Source: an optimization exercise on an open RTL-to-GDS flow (aim: small area, a short achievable clock period and few clock cycles). Production flows keep margins and buffers that such runs may drop. Where RTL was checked, it was by simulation tests only, not by an equivalence proof against the original.

## signed_binary_to_decimal_ascii_top
module signed_binary_to_decimal_ascii_top #(
	parameter int VALUE_WIDTH = sbda_pkg::VALUE_WIDTH_DEF
) (
	input  logic                          clk,
	input  logic                          arst_n,
	input  logic                          value_valid,
	output logic                          value_ready,
	input  logic signed [VALUE_WIDTH-1:0] value,
	output logic                          char_valid,
	input  logic                          char_ready,
	output logic [7:0]                    character,
	output logic                          last
);
==> flow/config.mk <==
export PLATFORM = sky130hd
export DESIGN_NAME = signed_binary_to_decimal_ascii_top
export DESIGN_NICKNAME = signed_binary_to_decimal_ascii_top
export VERILOG_FILES = /design/flow/design.v
export SDC_FILE = /design/flow/constraint.sdc
export NUM_CORES = 4
export LEC_CHECK = 0
export ABC_AREA = 1
export CAP_MARGIN = 20
export CORE_MARGIN = 2
export CORE_UTILIZATION = 65
export PLACE_DENSITY = 0.75
export SETUP_SLACK_MARGIN = 1.8
export SLEW_MARGIN = 20
==> flow/constraint.sdc <==
create_clock -name core_clock -period 4.0 [get_ports {clk}]
set_input_delay 0.8000 -clock core_clock [delete_from_list [all_inputs] [get_ports {clk}]]
set_output_delay 0.8000 -clock core_clock [all_outputs]
set_load 0.01 [all_outputs]
standard.sh (not shown) runs the stock make flow with config.mk's settings and CLKGATE_MAP_FILE= SYNTH_SCRIPT=/design/flow/synth_recipe.tcl, a recipe that flattens the netlist after the stock synthesis.
==> flow/flow/run.sh <==
#!/bin/bash
# Standard layout, with the port buffers made from buf_2 cells instead of the default pick.
bash standard.sh BUFFER_PORTS_ARGS="-buffer_cell sky130_fd_sc_hd__buf_2" finish > standard.log 2>&1
==> next run, changes <==
==> flow/flow/run.sh (replaced) <==
#!/bin/bash
# Standard layout, with the port buffers made from buf_4 cells instead of the default pick.
bash standard.sh BUFFER_PORTS_ARGS="-buffer_cell sky130_fd_sc_hd__buf_4" finish > standard.log 2>&1
CORE_UTILIZATION = 40   (was 65)
PLACE_DENSITY = default   (was 0.75)
SETUP_SLACK_MARGIN = 1.2   (was 1.8)
Result:
- worst setup slack gets worse by 190 ps
- cell count grows by 5.9%
- routed wire length shrinks by about 11%
==> next run, changes <==
SETUP_SLACK_MARGIN = 1.5   (was 1.2)
Result: The changed run ran to the end with no violations; setup slack gets better by 98 ps; global-route usage came out higher by 0.42 points; area after synthesis is unchanged.
==> next run, changes <==
SETUP_SLACK_MARGIN = 1.8   (was 1.5)
Outcome: Worst setup slack improved by 240 ps. Via count came out higher by 2.8%. Design area rises by 6.4%. First-iteration DRC count went down by 6.8%. Clock-buffer cell count does not change.
No functional check of the RTL was part of any run of this note.

The RTL this note starts from:
==> flow/design.v <==
package sbda_pkg;
	localparam int VALUE_WIDTH_DEF = 32;
	localparam int BITS_PER_STAGE = 4;
	localparam int ND = 10;
	localparam int BW = 4 * (ND - 1) + 2;
	function automatic logic [BW-1:0] dabble1(input logic [BW-1:0] b, input logic bit_in);
		logic [BW-1:0] r;
		logic          c;
		c = bit_in;
		for (int d = 0; d < ND - 1; d++) begin
			logic d3, d2, d1, d0;
			{d3, d2, d1, d0} = b[d*4 +: 4];
			r[d*4]     = c;
			r[d*4 + 1] = (!d3 && !d2 && d0) || (d2 && d1 && !d0) || (d3 && !d0);
			r[d*4 + 2] = (d3 && !d0) || (!d2 && d1) || (d1 && d0);
			r[d*4 + 3] = (d3 && d0) || (d2 && !d1 && !d0);
			c = d3 || (d2 && (d1 || d0));
		end
		r[BW-2] = c;
		r[BW-1] = b[BW-2];
		dabble1 = r;
	endfunction
endpackage
module sbda_conv #(
	parameter int VALUE_WIDTH = sbda_pkg::VALUE_WIDTH_DEF
) (
	input  logic                          clk,
	input  logic                          arst_n,
	input  logic                          up_valid,
	output logic                          up_ready,
	input  logic [VALUE_WIDTH-1:0]        value,
	output logic                          dn_valid,
	input  logic                          dn_ready,
	output logic                          dn_neg,
	output logic [sbda_pkg::BW-1:0]       dn_bcd
);
	localparam int W  = VALUE_WIDTH;
	localparam int NN = W / 4;
	localparam int CW = $clog2(NN);
	localparam int BW = sbda_pkg::BW;
	logic          neg;
	logic [NN-1:0] nib_z, nib_f, low_z, nz;
	logic [CW-1:0] k0m1;
	logic          k0_z;
	logic [NN-1:0] above, top_oh, sel;
	logic [3:0]    f_nib;
	logic          f_bo;
	logic          f_busy;    
	logic          f_wait;    
	logic [CW-1:0] f_cnt;
	assign neg = value[W-1];
	always_comb begin
		for (int j = 0; j < NN; j++) begin
			nib_z[j] = (value[j*4 +: 4] == 4'h0);
			nib_f[j] = (value[j*4 +: 4] == 4'hF);
		end
		low_z[0] = 1'b1;
		for (int j = 1; j < NN; j++) low_z[j] = low_z[j-1] & nib_z[j-1];
		for (int j = 0; j < NN; j++)
			nz[j] = neg ? (!nib_f[j] || (!nib_z[j] && (j == 0 || nib_z[j == 0 ? 0 : j-1]))) : !nib_z[j];
		above[NN-1] = 1'b0;
		for (int j = NN - 2; j >= 0; j--) above[j] = above[j+1] | nz[j+1];
		for (int j = 0; j < NN; j++) begin
			top_oh[j] = (nz[j] || j == 0) && !above[j];
			sel[j]    = f_busy ? (f_cnt == CW'(j)) : top_oh[j];
		end
		k0_z  = !above[0];
		k0m1  = '0;
		f_nib = '0;
		f_bo  = 1'b0;
		for (int j = 0; j < NN; j++) begin
			if (top_oh[j]) k0m1 = k0m1 | CW'(j - 1);
			if (sel[j]) begin
				f_nib = f_nib | value[j*4 +: 4];
				f_bo  = f_bo | !low_z[j];
			end
		end
	end
	logic          c_v, c_first, c_last, c_neg, c_bo;
	logic [3:0]    c_nib;
	logic [BW-1:0] bcd;
	logic          d_done, d_neg;
	logic          d_accept, handoff, c_free, c_free_sure;
	logic          fetch_first, fetch_next;
	assign handoff     = d_done && dn_ready;
	assign d_accept    = c_v && (!d_done || dn_ready);
	assign c_free      = !c_v || d_accept;
	assign c_free_sure = !(c_v && c_first && d_done);
	assign fetch_first = up_valid && !f_busy && !f_wait && c_free;
	assign fetch_next  = f_busy && ((f_cnt == '0) ? c_free_sure : c_free);
	logic          rdy_q, rdy_nx;
	logic          f_wait_nx, f_busy_nx, c_v_nx, c_first_nx, d_done_nx;
	logic [CW-1:0] f_cnt_nx;
	always_comb begin
		f_wait_nx  = fetch_first && k0_z;
		f_busy_nx  = fetch_first ? !k0_z : (f_busy && !(fetch_next && f_cnt == '0));
		f_cnt_nx   = fetch_first ? k0m1 : (fetch_next ? f_cnt - 1'b1 : f_cnt);
		c_v_nx     = (fetch_first || fetch_next) || (c_v && !d_accept);
		c_first_nx = (fetch_first || fetch_next) ? fetch_first : c_first;
		d_done_nx  = d_accept ? c_last : (d_done && !handoff);
		rdy_nx     = f_wait_nx || (f_busy_nx && (f_cnt_nx == '0) && !(c_v_nx && c_first_nx && d_done_nx));
	end
	assign up_ready = rdy_q;
	always_ff @(posedge clk or negedge arst_n) begin
		if (!arst_n) begin
			f_busy <= 1'b0;
			f_wait <= 1'b0;
			rdy_q  <= 1'b0;
			c_v    <= 1'b0;
			d_done <= 1'b0;
		end else begin
			rdy_q <= rdy_nx;
			if (f_wait) f_wait <= 1'b0;
			if (fetch_first) begin
				if (k0_z) f_wait <= 1'b1;
				else f_busy <= 1'b1;
			end else if (fetch_next && f_cnt == '0) begin
				f_busy <= 1'b0;
			end
			if (fetch_first || fetch_next) c_v <= 1'b1;
			else if (d_accept) c_v <= 1'b0;
			if (d_accept) d_done <= c_last;
			else if (handoff) d_done <= 1'b0;
		end
	end
	always_ff @(posedge clk) begin
		if (fetch_first) f_cnt <= k0m1;
		else if (fetch_next) f_cnt <= f_cnt - 1'b1;
		if (fetch_first || fetch_next) begin
			c_nib   <= f_nib;
			c_bo    <= f_bo;
			c_neg   <= neg;
			c_first <= fetch_first;
			c_last  <= f_busy ? (f_cnt == '0) : k0_z;
		end
	end
	logic [3:0]    mbits;
	logic [BW-1:0] b_nx, b_dd, b_fv;
	always_comb begin
		logic orb;
		orb = c_bo;
		for (int t = 0; t < 4; t++) begin
			mbits[t] = c_nib[t] ^ (c_neg & orb);
			orb = orb | c_nib[t];
		end
		b_dd = bcd;
		for (int t = 3; t >= 0; t--) b_dd = sbda_pkg::dabble1(b_dd, mbits[t]);
		b_fv = '0;
		b_fv[7:0] = (mbits >= 4'd10) ? {4'd1, mbits - 4'd10} : {4'd0, mbits};
		b_nx = c_first ? b_fv : b_dd;
	end
	always_ff @(posedge clk) begin
		if (d_accept) begin
			bcd <= b_nx;
			if (c_first) d_neg <= c_neg;
		end
	end
	assign dn_valid = d_done;
	assign dn_neg   = d_neg;
	assign dn_bcd   = bcd;
endmodule
module sbda_ser (
	input  logic                    clk,
	input  logic                    arst_n,
	input  logic                    up_valid,
	output logic                    up_ready,
	input  logic                    up_neg,
	input  logic [sbda_pkg::BW-1:0] up_bcd,
	output logic                    char_valid,
	input  logic                    char_ready,
	output logic [7:0]              character,
	output logic                    last
);
	localparam int ND = sbda_pkg::ND;
	localparam int BW = sbda_pkg::BW;
	logic          s_busy, s_neg, s_atl, s_at2;
	logic [3:0]    s_idx;
	logic [BW-1:0] s_bcd;
	logic          t_v;
	logic [3:0]    t_lo;
	logic          o_v, o_b4, o_last;
	logic [3:0]    o_lo;
	logic          emit, emit_s, fin, early, load;
	logic [3:0]    lead, dig;
	logic [4*ND-1:0] bcd_ext;
	assign emit     = (s_busy || t_v) && (!o_v || char_ready);
	assign emit_s   = emit && !t_v;
	assign fin      = emit_s && s_atl;
	assign early    = emit_s && s_at2;
	assign up_ready = !s_busy || fin || early;
	assign load     = up_valid && up_ready;
	always_comb begin
		lead = 4'd0;
		for (int d = 0; d < ND - 1; d++) if (up_bcd[d*4 +: 4] != 4'd0) lead = 4'(d);
		if (up_bcd[BW-1:BW-2] != 2'd0) lead = 4'(ND - 1);
		bcd_ext = {2'b00, s_bcd};
		dig = bcd_ext[s_idx*4 +: 4];
	end
	always_ff @(posedge clk or negedge arst_n) begin
		if (!arst_n) begin
			s_busy <= 1'b0;
			t_v    <= 1'b0;
			o_v    <= 1'b0;
		end else begin
			if (load) s_busy <= 1'b1;
			else if (fin) s_busy <= 1'b0;
			if (load && early) t_v <= 1'b1;
			else if (emit) t_v <= 1'b0;
			if (emit) o_v <= 1'b1;
			else if (char_ready) o_v <= 1'b0;
		end
	end
	always_ff @(posedge clk) begin
		if (emit) begin
			o_b4   <= t_v || !s_neg;
			o_lo   <= t_v ? t_lo : (s_neg ? 4'hD : dig);
			o_last <= t_v || s_atl;
		end
		if (load && early) t_lo <= s_bcd[3:0];
		if (load) begin
			s_neg <= up_neg;
			s_idx <= lead;
			s_bcd <= up_bcd;
			s_atl <= !up_neg && (lead == 4'd0);
			s_at2 <= up_neg ? (lead == 4'd0) : (lead == 4'd1);
		end else if (emit_s) begin
			if (s_neg) begin
				s_neg <= 1'b0;
				s_atl <= (s_idx == 4'd0);
				s_at2 <= (s_idx == 4'd1);
			end else begin
				s_idx <= s_idx - 1'b1;
				s_atl <= (s_idx == 4'd1);
				s_at2 <= (s_idx == 4'd2);
			end
		end
	end
	assign char_valid = o_v;
	assign character  = {3'b001, o_b4, o_lo};
	assign last       = o_last;
endmodule
module signed_binary_to_decimal_ascii_top #(
	parameter int VALUE_WIDTH = sbda_pkg::VALUE_WIDTH_DEF
) (
	input  logic                          clk,
	input  logic                          arst_n,
	input  logic                          value_valid,
	output logic                          value_ready,
	input  logic signed [VALUE_WIDTH-1:0] value,
	output logic                          char_valid,
	input  logic                          char_ready,
	output logic [7:0]                    character,
	output logic                          last
);
	logic                    cv_valid;
	logic                    cv_ready;
	logic                    cv_neg;
	logic [sbda_pkg::BW-1:0] cv_bcd;
	sbda_conv #(
		.VALUE_WIDTH(VALUE_WIDTH)
	) u_conv (
		.clk      (clk),
		.arst_n   (arst_n),
		.up_valid (value_valid),
		.up_ready (value_ready),
		.value    (value),
		.dn_valid (cv_valid),
		.dn_ready (cv_ready),
		.dn_neg   (cv_neg),
		.dn_bcd   (cv_bcd)
	);
	sbda_ser u_ser (
		.clk        (clk),
		.arst_n     (arst_n),
		.up_valid   (cv_valid),
		.up_ready   (cv_ready),
		.up_neg     (cv_neg),
		.up_bcd     (cv_bcd),
		.char_valid (char_valid),
		.char_ready (char_ready),
		.character  (character),
		.last       (last)
	);
endmodule
Settings: LEC_CHECK=0, ABC_AREA=1, CAP_MARGIN=20, CORE_MARGIN=2, CORE_UTILIZATION=40, CTS_BUF_LIST=sky130_fd_sc_hd__clkbuf_8, CTS_CLUSTER_DIAMETER=100, CTS_CLUSTER_SIZE=40, SETUP_SLACK_MARGIN=1.75, SLEW_MARGIN=20; clock period 4.0 ns.
==> flow/flow/run.sh <==
#!/bin/bash
# Standard layout, with the port buffers made from buf_4 cells instead of the default pick.
bash standard.sh BUFFER_PORTS_ARGS="-buffer_cell sky130_fd_sc_hd__buf_4" finish > standard.log 2>&1
Testbench counts at the start, summed over its fixed seeds: cycles 21,185.
Next try:
SETUP_SLACK_MARGIN = 1.7   (was 1.75)
The changed run finished clean.
Utilization drops by 0.78 points.
Routed wire length drops by 1.2%.
Cell area drops by 1.7%.
Global-route usage is unchanged.
Clock skew is about the same.
Die area is unchanged.
Cell count drops by 0.90%.
First-iteration DRC count climbs by 10%.
Via count drops by 0.62%.
Next try:
SETUP_SLACK_MARGIN = 1.65   (was 1.7)
TNS_END_PERCENT = 25   (was not set)
=> The changed run completed without violations. Count of clock-buffer cells in the layout does not change. Global-route usage rises by 0.24 points. Register-to-register slack got worse by 0.37 ns. Via count shrinks by 0.48%. Maximum frequency drops by 15%.

RTL: the design.v shown in full above, as it stands there.
==> flow/config.mk <==
export PLATFORM = sky130hd
export DESIGN_NAME = signed_binary_to_decimal_ascii_top
export DESIGN_NICKNAME = signed_binary_to_decimal_ascii_top
export VERILOG_FILES = /design/flow/design.v
export SDC_FILE = /design/flow/constraint.sdc
export NUM_CORES = 4
export LEC_CHECK = 0
export ABC_AREA = 1
export CAP_MARGIN = 20
export CORE_MARGIN = 2
export CORE_UTILIZATION = 40
export CTS_BUF_LIST = sky130_fd_sc_hd__clkbuf_8
export CTS_CLUSTER_DIAMETER = 100
export CTS_CLUSTER_SIZE = 40
export SETUP_SLACK_MARGIN = 1.65
export SLEW_MARGIN = 20
==> flow/constraint.sdc <==
create_clock -name core_clock -period 4.0 [get_ports {clk}]
set_input_delay 0.8000 -clock core_clock [delete_from_list [all_inputs] [get_ports {clk}]]
set_output_delay 0.8000 -clock core_clock [all_outputs]
set_load 0.01 [all_outputs]
Scripts as last shown in full above: flow/flow/run.sh
Testbench counts at the start, summed over its fixed seeds: cycles 21,185.
Change:
CTS_CLUSTER_DIAMETER = unset   (was 100)
CTS_CLUSTER_SIZE = unset   (was 40)
Result:
- The new run finished clean
- utilization stays the same
- routed wire length stays the same
- area after synthesis stays the same
- clock-buffer cell count does not change
- hold slack does not change
- sequential cell count is unchanged
- final cell count stays the same
- fmax does not change
- register-to-register slack barely changes
Change:
CTS_CLUSTER_DIAMETER = 100   (was unset)
CTS_CLUSTER_SIZE = 40   (was unset)
TNS_END_PERCENT = 0   (was unset)
Result: First-iteration DRC count is higher by a few percent; final area rose slightly; count of clock-buffer cells in the layout stays the same; global-route usage went up by 0.41 points.
Change:
CTS_BUF_LIST = unset   (was sky130_fd_sc_hd__clkbuf_8)
CTS_CLUSTER_DIAMETER = unset   (was 100)
CTS_CLUSTER_SIZE = unset   (was 40)
SETUP_SLACK_MARGIN = 1.8   (was 1.65)
TNS_END_PERCENT = unset   (was 0)
After rerunning: Utilization climbs by 3.0 points. Setup slack gets better by 0.097 ns. Cell area climbs by 6.6%. Critical path depth climbs by 3. Via count climbs by 3.6%. Clock skew hardly moves. Worst hold slack gets better by 0.018 ns.

Starts from the design.v that is shown in full above.
export LEC_CHECK = 0
export ABC_AREA = 1
export CAP_MARGIN = 20
export CORE_MARGIN = 2
export CORE_UTILIZATION = 40
export CTS_BUF_LIST = sky130_fd_sc_hd__clkbuf_8
export CTS_CLUSTER_DIAMETER = 100
export CTS_CLUSTER_SIZE = 40
export SETUP_SLACK_MARGIN = 1.6
export SLEW_MARGIN = 20
create_clock -name core_clock -period 4.0 [get_ports {clk}]
Scripts as last shown in full above: flow/flow/run.sh
The baseline went through all stages and came out clean.
Testbench counts at the start, summed over its fixed seeds: cycles 21,185.
Then changed:
- CTS_BUF_LIST: sky130_fd_sc_hd__clkbuf_8 -> not set
- CTS_CLUSTER_DIAMETER: 100 -> not set
- CTS_CLUSTER_SIZE: 40 -> not set
- SETUP_SLACK_MARGIN: 1.6 -> 1.65
- via count is about the same
- non-clock buffer count is lower by 4
- worst hold slack gets better by 0.020 ns
- count of clock-buffer cells in the layout is higher by 1
- synthesized area stays the same
- final cell count barely changes
- worst setup slack got worse by 0.036 ns
Then changed:
==> flow/flow/run.sh (replaced) <==
#!/bin/bash
# Standard layout, with the port buffering done by flow/ports.tcl (buf_2 on inputs, buf_1 on
# outputs) just before global placement instead of ORFS's own buffer_ports call.
bash standard.sh DONT_BUFFER_PORTS=1 PRE_GLOBAL_PLACE_TCL="$PWD/flow/ports.tcl" finish > standard.log 2>&1
==> flow/flow/ports.tcl (new file) <==
# Port buffers: buf_2 on the inputs, buf_1 on the outputs (each port gets one buffer).
buffer_ports -inputs -buffer_cell sky130_fd_sc_hd__buf_2
buffer_ports -outputs -buffer_cell sky130_fd_sc_hd__buf_1
- CTS_BUF_LIST: not set -> sky130_fd_sc_hd__clkbuf_8
- CTS_CLUSTER_DIAMETER: not set -> 100
- CTS_CLUSTER_SIZE: not set -> 40
The new run ran to the end with no violations.
Core utilization drops by 2.4 points.
Register-to-register slack gets worse by 0.06 ns.
Setup slack degrades by 0.0071 ns.
Cell count is lower by a few percent.
Maximum frequency is lower slightly.
Clock skew came out higher by 0.0058 ns.
Wire length hardly moves.
Non-clock buffer count is lower by 39.

## re-timing with driven ports
How much do the figures lean on ideal ports? The routed layouts below were timed once more, with nothing changed but the port constraints. Step 1 sets driving cells, clkbuf_16 on the clock port and buf_2 on the other inputs (assumed; they add their load-dependent delay and slew). Step 2 adds t to the input delays and takes it off the output delays; t is the mean of the earliest and latest rising clock arrival at the registers after step 1. Input paths then give back, and output paths get back, about the clock's delay inside the block. Three values: ideal ports, drivers, drivers and shift; two values: the first two.
| run | t (ns) | setup WS [ns] | latest minus earliest clock arrival (ns) | cell pins on the clock port's net |
|---|---|---|---|---|
| the first run of note 1 | 0.454 | 1.749 / 1.749 / 1.475 | 0.008 / 0.008 | 1 |
| the second run of note 1 | 0.458 | 1.559 / 1.559 / 1.450 | 0.008 / 0.008 | 1 |
| the third run of note 1 | 0.451 | 1.658 / 1.658 / 1.310 | 0.007 / 0.007 | 1 |
| the fourth run of note 1 | 0.454 | 1.895 / 1.920 / 1.466 | 0.009 / 0.009 | 1 |
| the first run of note 2 | 0.457 | 1.898 / 1.903 / 1.457 | 0.016 / 0.016 | 1 |
| the second run of note 2 | 0.457 | 1.869 / 1.876 / 1.433 | 0.017 / 0.017 | 1 |
| the third run of note 2 | 0.468 | 1.507 / 1.507 / 1.082 | 0.015 / 0.015 | 1 |
| the first run of note 3 | 0.476 | 1.867 / 1.877 / 1.410 | 0.012 / 0.012 | 1 |
| the second run of note 3 | 0.476 | 1.867 / 1.877 / 1.410 | 0.012 / 0.012 | 1 |
| the third run of note 3 | 0.463 | 1.824 / 1.824 / 1.426 | 0.014 / 0.014 | 1 |
| the fourth run of note 3 | 0.453 | 1.921 / 1.921 / 1.501 | 0.012 / 0.012 | 1 |
| the first run of note 4 | 0.463 | 1.868 / 1.868 / 1.432 | 0.014 / 0.014 | 1 |
| the second run of note 4 | 0.458 | 1.832 / 1.855 / 1.397 | 0.008 / 0.008 | 1 |
| the third run of note 4 | 0.460 | 1.824 / 1.824 / 1.381 | 0.013 / 0.013 | 1 |
After both steps every run listed still meets setup and hold.
